Background: an optimization exercise with open tools, aiming at small area, a short achievable clock period and few clock cycles per item. Do not read the settings as production practice.
At most, simulation tests tie the RTL to the original design; equivalence was not proved.

==> run a: inputs <==
==> flow/design.v <==
`default_nettype none
package sdram_bridge_pkg;
	localparam int unsigned ADDR_W    = 24;               
	localparam int unsigned DATA_W    = 16;               
	localparam int unsigned LEN_W     = 7;                
	localparam int unsigned MAX_BURST = 64;
	localparam int unsigned TX_DEPTH  = 64;
	localparam int unsigned RX_DEPTH  = 64;
endpackage
`default_nettype wire
`default_nettype none
module sync_fifo #(
	parameter int unsigned WIDTH = 16,
	parameter int unsigned DEPTH = 64
) (
	input  wire                         sys_clk,
	input  wire                         we_i,
	input  wire  [$clog2(DEPTH)-1:0]    waddr_i,
	input  wire  [WIDTH-1:0]            wdata_i,
	input  wire                         re_i,
	input  wire  [$clog2(DEPTH)-1:0]    raddr_i,
	output logic [WIDTH-1:0]            rdata_o
);
	logic [WIDTH-1:0] mem [DEPTH];   
	always_ff @(posedge sys_clk) begin
		if (we_i)
			mem[waddr_i] <= wdata_i;
	end
	always_ff @(posedge sys_clk) begin
		if (re_i)
			rdata_o <= mem[raddr_i];
	end
endmodule
`default_nettype wire
`default_nettype none
module wr_burst_engine
(
	input  wire                 sys_clk,
	input  wire                 sys_rst_n,
	input  wire                 init_end_i,
	input  wire                 wr_req_i,
	input  wire  [sdram_bridge_pkg::ADDR_W-1:0]   wr_addr_i,
	input  wire  [sdram_bridge_pkg::LEN_W-1:0]    wr_len_i,
	input  wire  [sdram_bridge_pkg::DATA_W-1:0]   wr_data_i,
	output logic                wr_rdy_o,
	input  wire                 sdram_wr_ack_i,
	output logic                sdram_wr_req_o,
	output logic [sdram_bridge_pkg::ADDR_W-1:0]   sdram_wr_addr_o,
	output logic [sdram_bridge_pkg::LEN_W-1:0]    sdram_wr_len_o,
	output logic [sdram_bridge_pkg::DATA_W-1:0]   sdram_wr_data_o
);
	localparam int unsigned PW = $clog2(sdram_bridge_pkg::TX_DEPTH);
	logic                                   rdy_q;       
	logic                                   req_q;       
	logic [sdram_bridge_pkg::ADDR_W-1:0]    req_addr;
	logic [sdram_bridge_pkg::LEN_W-1:0]     req_len;
	logic [sdram_bridge_pkg::LEN_W-1:0]     cap_rem;     
	logic                                   push_q;      
	logic [sdram_bridge_pkg::DATA_W-1:0]    wr_data_q;
	logic [PW-1:0]                          wptr;
	logic [PW-1:0]                          rptr;
	logic [sdram_bridge_pkg::LEN_W-1:0]     trans_rem;   
	logic                                   accept;
	logic                                   ack;
	logic                                   pop;
	logic                                   req_nxt;
	assign accept  = wr_req_i && rdy_q;
	assign ack     = sdram_wr_ack_i && req_q;
	assign pop     = ack || (trans_rem != '0);
	assign req_nxt = accept || (req_q && !ack);
	always_ff @(posedge sys_clk or negedge sys_rst_n) begin
		if (!sys_rst_n) begin
			rdy_q     <= 1'b0;
			req_q     <= 1'b0;
			cap_rem   <= '0;
			push_q    <= 1'b0;
			wptr      <= '0;
			rptr      <= '0;
			trans_rem <= '0;
		end else begin
			rdy_q  <= init_end_i && !req_nxt;
			req_q  <= req_nxt;
			push_q <= accept || (cap_rem != '0);
			if (accept)
				cap_rem <= wr_len_i - 1'b1;
			else if (cap_rem != '0)
				cap_rem <= cap_rem - 1'b1;
			if (push_q)
				wptr <= wptr + 1'b1;
			if (pop)
				rptr <= rptr + 1'b1;
			if (ack)
				trans_rem <= req_len - 1'b1;
			else if (trans_rem != '0)
				trans_rem <= trans_rem - 1'b1;
		end
	end
	always_ff @(posedge sys_clk) begin
		wr_data_q <= wr_data_i;
		if (accept) begin
			req_addr <= wr_addr_i;
			req_len  <= wr_len_i;
		end
	end
	assign wr_rdy_o        = rdy_q;
	assign sdram_wr_req_o  = req_q;
	assign sdram_wr_addr_o = req_addr;
	assign sdram_wr_len_o  = req_len;
	sync_fifo #(
		.WIDTH (sdram_bridge_pkg::DATA_W),
		.DEPTH (sdram_bridge_pkg::TX_DEPTH)
	) u_tx_buf (
		.sys_clk (sys_clk),
		.we_i    (push_q),
		.waddr_i (wptr),
		.wdata_i (wr_data_q),
		.re_i    (pop),
		.raddr_i (rptr),
		.rdata_o (sdram_wr_data_o)
	);
endmodule
`default_nettype wire
`default_nettype none
module rd_burst_engine
(
	input  wire                 sys_clk,
	input  wire                 sys_rst_n,
	input  wire                 init_end_i,
	input  wire                 rd_req_i,
	input  wire  [sdram_bridge_pkg::ADDR_W-1:0]   rd_addr_i,
	input  wire  [sdram_bridge_pkg::LEN_W-1:0]    rd_len_i,
	output logic                rd_rdy_o,
	output logic                rd_valid_o,
	output logic [sdram_bridge_pkg::DATA_W-1:0]   rd_data_o,
	input  wire                 sdram_rd_ack_i,
	input  wire                 sdram_rd_valid_i,
	input  wire  [sdram_bridge_pkg::DATA_W-1:0]   sdram_rd_data_i,
	output logic                sdram_rd_req_o,
	output logic [sdram_bridge_pkg::ADDR_W-1:0]   sdram_rd_addr_o,
	output logic [sdram_bridge_pkg::LEN_W-1:0]    sdram_rd_len_o
);
	localparam int unsigned PW = $clog2(sdram_bridge_pkg::RX_DEPTH);
	logic                                   rdy_q;       
	logic                                   req_q;       
	logic [sdram_bridge_pkg::ADDR_W-1:0]    req_addr;
	logic [sdram_bridge_pkg::LEN_W-1:0]     req_len;
	logic                                   fill_on;     
	logic [sdram_bridge_pkg::LEN_W-1:0]     fill_rem;    
	logic                                   fill_last;   
	logic                                   vin_q;       
	logic [sdram_bridge_pkg::DATA_W-1:0]    din_q;
	logic [PW:0]                            wptr;
	logic [PW:0]                            rptr;
	logic [PW:0]                            cptr;        
	logic                                   valid_q;
	logic                                   accept;
	logic                                   ack;
	logic                                   push;
	logic                                   fill_done;
	logic                                   pop;
	logic                                   req_nxt;
	assign accept    = rd_req_i && rdy_q;
	assign ack       = sdram_rd_ack_i && req_q;
	assign req_nxt   = accept || (req_q && !ack);
	assign push      = vin_q && fill_on;
	assign fill_done = push && fill_last;
	assign pop       = (rptr != cptr);   
	always_ff @(posedge sys_clk or negedge sys_rst_n) begin
		if (!sys_rst_n) begin
			rdy_q     <= 1'b0;
			req_q     <= 1'b0;
			fill_on   <= 1'b0;
			fill_rem  <= '0;
			fill_last <= 1'b0;
			vin_q     <= 1'b0;
			wptr      <= '0;
			rptr      <= '0;
			cptr      <= '0;
			valid_q   <= 1'b0;
		end else begin
			rdy_q <= init_end_i && !req_nxt;
			req_q <= req_nxt;
			vin_q <= sdram_rd_valid_i;
			if (ack) begin
				fill_on   <= 1'b1;
				fill_rem  <= req_len;
				fill_last <= (req_len == sdram_bridge_pkg::LEN_W'(1));
			end else if (push) begin
				fill_rem  <= fill_rem - 1'b1;
				fill_last <= (fill_rem == sdram_bridge_pkg::LEN_W'(2));
				if (fill_last)
					fill_on <= 1'b0;
			end
			if (push)
				wptr <= wptr + 1'b1;
			if (fill_done)
				cptr <= wptr + 1'b1;
			if (pop)
				rptr <= rptr + 1'b1;
			valid_q <= pop;
		end
	end
	always_ff @(posedge sys_clk) begin
		din_q <= sdram_rd_data_i;
		if (accept) begin
			req_addr <= rd_addr_i;
			req_len  <= rd_len_i;
		end
	end
	assign rd_rdy_o        = rdy_q;
	assign sdram_rd_req_o  = req_q;
	assign sdram_rd_addr_o = req_addr;
	assign sdram_rd_len_o  = req_len;
	assign rd_valid_o      = valid_q;
	sync_fifo #(
		.WIDTH (sdram_bridge_pkg::DATA_W),
		.DEPTH (sdram_bridge_pkg::RX_DEPTH)
	) u_rx_buf (
		.sys_clk (sys_clk),
		.we_i    (push),
		.waddr_i (wptr[PW-1:0]),
		.wdata_i (din_q),
		.re_i    (pop),
		.raddr_i (rptr[PW-1:0]),
		.rdata_o (rd_data_o)
	);
endmodule
`default_nettype wire
`default_nettype none
module sdram_fifo_bridge
(
	input  wire                 sys_clk,
	input  wire                 sys_rst_n,
	input  wire                 init_end_i,        
	input  wire                 wr_req_i,
	input  wire  [sdram_bridge_pkg::ADDR_W-1:0]   wr_addr_i,
	input  wire  [sdram_bridge_pkg::LEN_W-1:0]    wr_len_i,
	input  wire  [sdram_bridge_pkg::DATA_W-1:0]   wr_data_i,
	output logic                wr_rdy_o,
	input  wire                 rd_req_i,
	input  wire  [sdram_bridge_pkg::ADDR_W-1:0]   rd_addr_i,
	input  wire  [sdram_bridge_pkg::LEN_W-1:0]    rd_len_i,
	output logic                rd_rdy_o,
	output logic                rd_valid_o,
	output logic [sdram_bridge_pkg::DATA_W-1:0]   rd_data_o,
	input  wire                 sdram_wr_ack_i,
	output logic                sdram_wr_req_o,
	output logic [sdram_bridge_pkg::ADDR_W-1:0]   sdram_wr_addr_o,
	output logic [sdram_bridge_pkg::LEN_W-1:0]    sdram_wr_len_o,
	output logic [sdram_bridge_pkg::DATA_W-1:0]   sdram_wr_data_o,
	input  wire                 sdram_rd_ack_i,
	input  wire                 sdram_rd_valid_i,
	input  wire  [sdram_bridge_pkg::DATA_W-1:0]   sdram_rd_data_i,
	output logic                sdram_rd_req_o,
	output logic [sdram_bridge_pkg::ADDR_W-1:0]   sdram_rd_addr_o,
	output logic [sdram_bridge_pkg::LEN_W-1:0]    sdram_rd_len_o
);
	wr_burst_engine u_wr_engine (
		.sys_clk         (sys_clk),
		.sys_rst_n       (sys_rst_n),
		.init_end_i      (init_end_i),
		.wr_req_i        (wr_req_i),
		.wr_addr_i       (wr_addr_i),
		.wr_len_i        (wr_len_i),
		.wr_data_i       (wr_data_i),
		.wr_rdy_o        (wr_rdy_o),
		.sdram_wr_ack_i  (sdram_wr_ack_i),
		.sdram_wr_req_o  (sdram_wr_req_o),
		.sdram_wr_addr_o (sdram_wr_addr_o),
		.sdram_wr_len_o  (sdram_wr_len_o),
		.sdram_wr_data_o (sdram_wr_data_o)
	);
	rd_burst_engine u_rd_engine (
		.sys_clk          (sys_clk),
		.sys_rst_n        (sys_rst_n),
		.init_end_i       (init_end_i),
		.rd_req_i         (rd_req_i),
		.rd_addr_i        (rd_addr_i),
		.rd_len_i         (rd_len_i),
		.rd_rdy_o         (rd_rdy_o),
		.rd_valid_o       (rd_valid_o),
		.rd_data_o        (rd_data_o),
		.sdram_rd_ack_i   (sdram_rd_ack_i),
		.sdram_rd_valid_i (sdram_rd_valid_i),
		.sdram_rd_data_i  (sdram_rd_data_i),
		.sdram_rd_req_o   (sdram_rd_req_o),
		.sdram_rd_addr_o  (sdram_rd_addr_o),
		.sdram_rd_len_o   (sdram_rd_len_o)
	);
endmodule
`default_nettype wire
==> flow/run.sh <==
#!/bin/bash
# synth_recipe.tcl (not shown) runs the flow's synth.tcl, then flattens the netlist and writes it again
# the make line also repeats each setting of config.mk as NAME=value (left out here)
make -C /OpenROAD-flow-scripts/flow DESIGN_CONFIG=/design/flow/config.mk WORK_HOME=/design/flow/orfs CLKGATE_MAP_FILE= SYNTH_SCRIPT=/design/flow/synth_recipe.tcl finish
==> flow/config.mk <==
export PLATFORM = sky130hd
export DESIGN_NAME = sdram_fifo_bridge
export DESIGN_NICKNAME = sdram_fifo_bridge
export VERILOG_FILES = /design/flow/design.v
export SDC_FILE = /design/flow/constraint.sdc
export NUM_CORES = 4
export LEC_CHECK = 0
export CAP_MARGIN = 20
export CORE_MARGIN = 2
export CORE_UTILIZATION = 40
export PLACE_DENSITY = 0.55
export SETUP_SLACK_MARGIN = 3.0
export SLEW_MARGIN = 20
==> flow/constraint.sdc <==
create_clock -name core_clock -period 5.5 [get_ports {sys_clk}]
set_input_delay 1.1000 -clock core_clock [delete_from_list [all_inputs] [get_ports {sys_clk}]]
set_output_delay 1.1000 -clock core_clock [all_outputs]
set_load 0.01 [all_outputs]
==> run b: changes against run a <==
==> flow/design.v, changed modules only <==
module sync_fifo #(
	parameter int unsigned WIDTH = 16,
	parameter int unsigned DEPTH = 64
) (
	input  wire                         sys_clk,
	input  wire  [DEPTH-1:0]            wen_i,     
	input  wire  [WIDTH-1:0]            wdata_i,
	input  wire  [DEPTH-1:0]            rsel_i,    
	output logic [WIDTH-1:0]            rdata_o
);
	logic [WIDTH-1:0] mem [DEPTH];   
	always_ff @(posedge sys_clk) begin
		for (int i = 0; i < DEPTH; i++)
			if (wen_i[i])
				mem[i] <= wdata_i;
	end
	logic [WIDTH-1:0] rdata_n;
	always_comb begin
		rdata_n = '0;
		for (int i = 0; i < DEPTH; i++)
			rdata_n = rdata_n | ({WIDTH{rsel_i[i]}} & mem[i]);
	end
	always_ff @(posedge sys_clk) begin
		rdata_o <= rdata_n;
	end
endmodule
module wr_burst_engine
(
	input  wire                 sys_clk,
	input  wire                 sys_rst_n,
	input  wire                 init_end_i,
	input  wire                 wr_req_i,
	input  wire  [sdram_bridge_pkg::ADDR_W-1:0]   wr_addr_i,
	input  wire  [sdram_bridge_pkg::LEN_W-1:0]    wr_len_i,
	input  wire  [sdram_bridge_pkg::DATA_W-1:0]   wr_data_i,
	output logic                wr_rdy_o,
	input  wire                 sdram_wr_ack_i,
	output logic                sdram_wr_req_o,
	output logic [sdram_bridge_pkg::ADDR_W-1:0]   sdram_wr_addr_o,
	output logic [sdram_bridge_pkg::LEN_W-1:0]    sdram_wr_len_o,
	output logic [sdram_bridge_pkg::DATA_W-1:0]   sdram_wr_data_o
);
	localparam int unsigned DEPTH = sdram_bridge_pkg::TX_DEPTH;
	localparam int unsigned PW    = $clog2(DEPTH);
	logic                                   rdy_q;       
	logic                                   req_q;       
	logic [sdram_bridge_pkg::ADDR_W-1:0]    req_addr;
	logic [sdram_bridge_pkg::LEN_W-1:0]     req_len;
	logic [sdram_bridge_pkg::LEN_W-1:0]     cap_rem;     
	logic                                   push_q;      
	logic [sdram_bridge_pkg::DATA_W-1:0]    wr_data_q;
	logic [PW-1:0]                          wptr;
	logic [7:0]                             wen_hi;      
	logic [7:0]                             wen_lo;      
	logic [DEPTH-1:0]                       wen;         
	logic [DEPTH-1:0]                       rsel;        
	logic [sdram_bridge_pkg::LEN_W-1:0]     trans_rem;   
	logic                                   trans_on;    
	logic                                   accept;
	logic                                   ack;
	logic                                   pop;
	logic                                   req_nxt;
	logic                                   push_nxt;
	logic [PW-1:0]                          wptr_nxt;
	logic [sdram_bridge_pkg::LEN_W-1:0]     trans_nxt;
	assign accept    = wr_req_i && rdy_q;
	assign ack       = sdram_wr_ack_i && req_q;
	assign pop       = ack || trans_on;
	assign req_nxt   = accept || (req_q && !ack);
	assign push_nxt  = accept || (cap_rem != '0);
	assign wptr_nxt  = wptr + push_q;
	assign trans_nxt = ack ? req_len - 1'b1 : trans_rem - trans_on;
	always_ff @(posedge sys_clk or negedge sys_rst_n) begin
		if (!sys_rst_n) begin
			rdy_q     <= 1'b0;
			req_q     <= 1'b0;
			cap_rem   <= '0;
			push_q    <= 1'b0;
			wptr      <= '0;
			rsel      <= DEPTH'(1);
			trans_rem <= '0;
			trans_on  <= 1'b0;
		end else begin
			rdy_q     <= init_end_i && !req_nxt;
			req_q     <= req_nxt;
			push_q    <= push_nxt;
			if (accept)
				cap_rem <= wr_len_i - 1'b1;
			else if (cap_rem != '0)
				cap_rem <= cap_rem - 1'b1;
			wptr      <= wptr_nxt;
			if (pop)
				rsel  <= {rsel[DEPTH-2:0], rsel[DEPTH-1]};
			trans_rem <= trans_nxt;
			trans_on  <= (trans_nxt != '0);
		end
	end
	always_ff @(posedge sys_clk) begin
		for (int i = 0; i < 8; i++) begin
			wen_hi[i] <= push_nxt && (wptr_nxt[5:3] == 3'(i));
			wen_lo[i] <= (wptr_nxt[2:0] == 3'(i));
		end
	end
	always_comb begin
		for (int i = 0; i < DEPTH; i++)
			wen[i] = wen_hi[i / 8] && wen_lo[i % 8];
	end
	always_ff @(posedge sys_clk) begin
		wr_data_q <= wr_data_i;
		if (accept) begin
			req_addr <= wr_addr_i;
			req_len  <= wr_len_i;
		end
	end
	assign wr_rdy_o        = rdy_q;
	assign sdram_wr_req_o  = req_q;
	assign sdram_wr_addr_o = req_addr;
	assign sdram_wr_len_o  = req_len;
	sync_fifo #(
		.WIDTH (sdram_bridge_pkg::DATA_W),
		.DEPTH (DEPTH)
	) u_tx_buf (
		.sys_clk (sys_clk),
		.wen_i   (wen),
		.wdata_i (wr_data_q),
		.rsel_i  (rsel),
		.rdata_o (sdram_wr_data_o)
	);
endmodule
module rd_burst_engine
(
	input  wire                 sys_clk,
	input  wire                 sys_rst_n,
	input  wire                 init_end_i,
	input  wire                 rd_req_i,
	input  wire  [sdram_bridge_pkg::ADDR_W-1:0]   rd_addr_i,
	input  wire  [sdram_bridge_pkg::LEN_W-1:0]    rd_len_i,
	output logic                rd_rdy_o,
	output logic                rd_valid_o,
	output logic [sdram_bridge_pkg::DATA_W-1:0]   rd_data_o,
	input  wire                 sdram_rd_ack_i,
	input  wire                 sdram_rd_valid_i,
	input  wire  [sdram_bridge_pkg::DATA_W-1:0]   sdram_rd_data_i,
	output logic                sdram_rd_req_o,
	output logic [sdram_bridge_pkg::ADDR_W-1:0]   sdram_rd_addr_o,
	output logic [sdram_bridge_pkg::LEN_W-1:0]    sdram_rd_len_o
);
	localparam int unsigned DEPTH = sdram_bridge_pkg::RX_DEPTH;
	localparam int unsigned PW    = $clog2(DEPTH);
	logic                                   rdy_q;       
	logic                                   req_q;       
	logic [sdram_bridge_pkg::ADDR_W-1:0]    req_addr;
	logic [sdram_bridge_pkg::LEN_W-1:0]     req_len;
	logic                                   fill_on;     
	logic [sdram_bridge_pkg::LEN_W-1:0]     fill_rem;    
	logic                                   fill_last;   
	logic [PW:0]                            wptr;
	logic [PW:0]                            rptr;
	logic [PW:0]                            cptr;        
	logic [DEPTH-1:0]                       wsel;        
	logic [DEPTH-1:0]                       rsel;        
	logic                                   valid_q;
	logic                                   accept;
	logic                                   ack;
	logic                                   push;
	logic                                   fill_done;
	logic                                   pop;         
	logic [PW:0]                            wptr_inc;
	logic                                   req_nxt;
	logic [PW:0]                            wptr_nxt;
	logic [PW:0]                            rptr_nxt;
	assign accept    = rd_req_i && rdy_q;
	assign ack       = sdram_rd_ack_i && req_q;
	assign req_nxt   = accept || (req_q && !ack);
	assign push      = sdram_rd_valid_i && fill_on;
	assign fill_done = push && fill_last;
	assign wptr_inc  = wptr + 1'b1;
	assign wptr_nxt  = push ? wptr_inc : wptr;
	assign rptr_nxt  = rptr + pop;
	always_ff @(posedge sys_clk or negedge sys_rst_n) begin
		if (!sys_rst_n) begin
			rdy_q     <= 1'b0;
			req_q     <= 1'b0;
			fill_on   <= 1'b0;
			fill_rem  <= '0;
			fill_last <= 1'b0;
			wptr      <= '0;
			rptr      <= '0;
			cptr      <= '0;
			valid_q   <= 1'b0;
			pop       <= 1'b0;
		end else begin
			rdy_q   <= init_end_i && !req_nxt;
			req_q   <= req_nxt;
			fill_on <= ack || (fill_on && !fill_done);
			if (ack) begin
				fill_rem  <= req_len;
				fill_last <= (req_len == sdram_bridge_pkg::LEN_W'(1));
			end else if (push) begin
				fill_rem  <= fill_rem - 1'b1;
				fill_last <= (fill_rem == sdram_bridge_pkg::LEN_W'(2));
			end
			wptr <= wptr_nxt;
			if (fill_done)
				cptr <= wptr_inc;
			rptr    <= rptr_nxt;
			valid_q <= pop;
			pop     <= fill_done ? (rptr_nxt != wptr_inc) : (rptr_nxt != cptr);
		end
	end
	always_ff @(posedge sys_clk) begin
		for (int i = 0; i < DEPTH; i++)
			rsel[i] <= (rptr_nxt[PW-1:0] == PW'(i));
	end
	always_comb begin
		for (int i = 0; i < DEPTH; i++)
			wsel[i] = (wptr[PW-1:0] == PW'(i));
	end
	always_ff @(posedge sys_clk) begin
		if (accept) begin
			req_addr <= rd_addr_i;
			req_len  <= rd_len_i;
		end
	end
	assign rd_rdy_o        = rdy_q;
	assign sdram_rd_req_o  = req_q;
	assign sdram_rd_addr_o = req_addr;
	assign sdram_rd_len_o  = req_len;
	assign rd_valid_o      = valid_q;
	sync_fifo #(
		.WIDTH (sdram_bridge_pkg::DATA_W),
		.DEPTH (DEPTH)
	) u_rx_buf (
		.sys_clk (sys_clk),
		.wen_i   (wsel),
		.wdata_i (sdram_rd_data_i),
		.rsel_i  (rsel),
		.rdata_o (rd_data_o)
	);
endmodule
--- a/flow/config.mk
+++ b/flow/config.mk
@@ -7,7 +7,9 @@
 export LEC_CHECK = 0
 export CAP_MARGIN = 20
 export CORE_MARGIN = 2
-export CORE_UTILIZATION = 40
-export PLACE_DENSITY = 0.55
+export CORE_UTILIZATION = 45
+export CTS_CLUSTER_DIAMETER = 60
+export CTS_CLUSTER_SIZE = 30
+export PLACE_DENSITY = 0.6
 export SETUP_SLACK_MARGIN = 3.0
 export SLEW_MARGIN = 20
==> run c: changes against run a <==
==> flow/design.v, changed modules only <==
module rd_burst_engine
(
	input  wire                 sys_clk,
	input  wire                 sys_rst_n,
	input  wire                 init_end_i,
	input  wire                 rd_req_i,
	input  wire  [sdram_bridge_pkg::ADDR_W-1:0]   rd_addr_i,
	input  wire  [sdram_bridge_pkg::LEN_W-1:0]    rd_len_i,
	output logic                rd_rdy_o,
	output logic                rd_valid_o,
	output logic [sdram_bridge_pkg::DATA_W-1:0]   rd_data_o,
	input  wire                 sdram_rd_ack_i,
	input  wire                 sdram_rd_valid_i,
	input  wire  [sdram_bridge_pkg::DATA_W-1:0]   sdram_rd_data_i,
	output logic                sdram_rd_req_o,
	output logic [sdram_bridge_pkg::ADDR_W-1:0]   sdram_rd_addr_o,
	output logic [sdram_bridge_pkg::LEN_W-1:0]    sdram_rd_len_o
);
	localparam int unsigned PW = $clog2(sdram_bridge_pkg::RX_DEPTH);
	logic                                   rdy_q;       
	logic                                   req_q;       
	logic [sdram_bridge_pkg::ADDR_W-1:0]    req_addr;
	logic [sdram_bridge_pkg::LEN_W-1:0]     req_len;
	logic                                   fill_on;     
	logic [sdram_bridge_pkg::LEN_W-1:0]     fill_len;
	logic [sdram_bridge_pkg::LEN_W-1:0]     fill_cnt;    
	logic                                   vin_q;       
	logic [sdram_bridge_pkg::DATA_W-1:0]    din_q;
	logic [PW-1:0]                          wptr;
	logic [PW-1:0]                          rptr;
	logic [sdram_bridge_pkg::LEN_W-1:0]     ready_cnt;   
	logic                                   valid_q;
	logic                                   accept;
	logic                                   ack;
	logic                                   push;
	logic                                   fill_done;
	logic                                   pop;
	logic                                   req_nxt;
	assign accept    = rd_req_i && rdy_q;
	assign ack       = sdram_rd_ack_i && req_q;
	assign req_nxt   = accept || (req_q && !ack);
	assign push      = vin_q && fill_on;
	assign fill_done = push && (fill_cnt + 1'b1 == fill_len);
	assign pop       = (ready_cnt != '0);
	always_ff @(posedge sys_clk or negedge sys_rst_n) begin
		if (!sys_rst_n) begin
			rdy_q     <= 1'b0;
			req_q     <= 1'b0;
			fill_on   <= 1'b0;
			fill_cnt  <= '0;
			vin_q     <= 1'b0;
			wptr      <= '0;
			rptr      <= '0;
			ready_cnt <= '0;
			valid_q   <= 1'b0;
		end else begin
			rdy_q <= init_end_i && !req_nxt;
			req_q <= req_nxt;
			vin_q <= sdram_rd_valid_i;
			if (ack) begin
				fill_on  <= 1'b1;
				fill_cnt <= '0;
			end else if (fill_done) begin
				fill_on  <= 1'b0;
			end else if (push) begin
				fill_cnt <= fill_cnt + 1'b1;
			end
			if (push)
				wptr <= wptr + 1'b1;
			if (pop)
				rptr <= rptr + 1'b1;
			ready_cnt <= ready_cnt - pop + (fill_done ? fill_len : '0);
			valid_q   <= pop;
		end
	end
	always_ff @(posedge sys_clk) begin
		din_q <= sdram_rd_data_i;
		if (accept) begin
			req_addr <= rd_addr_i;
			req_len  <= rd_len_i;
		end
		if (ack)
			fill_len <= req_len;
	end
	assign rd_rdy_o        = rdy_q;
	assign sdram_rd_req_o  = req_q;
	assign sdram_rd_addr_o = req_addr;
	assign sdram_rd_len_o  = req_len;
	assign rd_valid_o      = valid_q;
	sync_fifo #(
		.WIDTH (sdram_bridge_pkg::DATA_W),
		.DEPTH (sdram_bridge_pkg::RX_DEPTH)
	) u_rx_buf (
		.sys_clk (sys_clk),
		.we_i    (push),
		.waddr_i (wptr),
		.wdata_i (din_q),
		.re_i    (pop),
		.raddr_i (rptr),
		.rdata_o (rd_data_o)
	);
endmodule
--- a/flow/config.mk
+++ b/flow/config.mk
@@ -9,5 +9,4 @@
 export CORE_MARGIN = 2
 export CORE_UTILIZATION = 40
 export PLACE_DENSITY = 0.55
-export SETUP_SLACK_MARGIN = 3.0
 export SLEW_MARGIN = 20
==> impl_metrics.py <==
metrics = {
    "outcome": {
        "status": "timing/DRC/antenna clean",
    },
    "setup_path": {
        "critPathCapture": "u_rd_engine.u_rx_buf.rdata_o[8]$_DFFE_PP_",
    },
    "final_layout": {
        "seq_share": 0.645,
        "nNonClkInverters": 13,
    },
    "sta": {
        "maxSlewHeadroom": 0.388,
    },
    "synth": {
        "synth_edf_count": 2142,
        "syn_inst": 3967,
    },
    "clock_network": {
        "cts_buffers": 228,
    },
}
-- figures above: run a

==> impl_metrics.py <==
metrics = {
    "power_and_ir_drop": {
        "comb-power_mw": 6.40,
        "seq_cell_power_mw": 22.0,
    },
    "outcome": {
        "status": "timing/DRC/antenna clean",
    },
    "setup_path": {
        "critPathCapture": "u_wr_engine.u_tx_buf.rdata_o[2]$_DFF_P_",
    },
    "final_layout": {
        "seq_share": 0.723,
    },
    "synth": {
        "synth_edf_count": 2110,
        "syn_inst": 4375,
    },
    "clock_network": {
        "cts_buffers": 145,
    },
    "global_routing": {
        "grt_max_degree": 65,
    },
}
-- figures above: run b

==> impl_metrics.py <==
metrics = {
    "outcome": {
        "status": "timing/DRC/antenna clean",
    },
    "final_layout": {
        "n_clock_buffer": 314,
        "buf_share": 0.0391,
        "seq_share": 0.680,
    },
    "sta": {
        "maxSlewHeadroom": 0.259,
    },
    "synth": {
        "synth_edf_count": 2149,
        "syn_inst": 3802,
    },
    "setup_path": {
        "critPathCapture": "u_rd_engine.ready_cnt[6]$_DFF_PN0_",
    },
    "clock_network": {
        "cts_buffers": 225,
    },
}
-- figures above: run c

Testbench counts of run b, summed over its fixed seeds: cycles 21,685, words 26,620.
Only the layout flow was run in run a and run c; the RTL was not checked for function there.

==> re-timing with driven ports <==
The results above use ideal ports. As a check the final layouts listed here were re-extracted and re-timed, cells and wires unchanged.
Step 1 assumes that a clkbuf_16 drives the clock port and a buf_2 every other input.
Step 2 moves the port delays by t, midway between the first and last clock arrival at a register: inputs arrive t later, outputs are due t later. That takes back most of the time a late clock gives input paths.
Slacks: ideal / step 1 / step 2; pairs: ideal / step 1.
run	t, ns	slack for setup (ns)	worst register clock-pin slew, ns	cell pins on the clock port's net
run a	0.949	2.766 / 2.738 / 2.186	0.07 / 0.07	1
run b	0.930	2.876 / 2.866 / 2.129	0.11 / 0.11	1
run c	0.928	1.560 / 1.560 / 1.560	0.07 / 0.07	1
After both steps every run listed still meets setup and hold. The setup slack of run b, which loses most, moves by -0.010 ns with the drivers and by -0.747 ns with both steps.
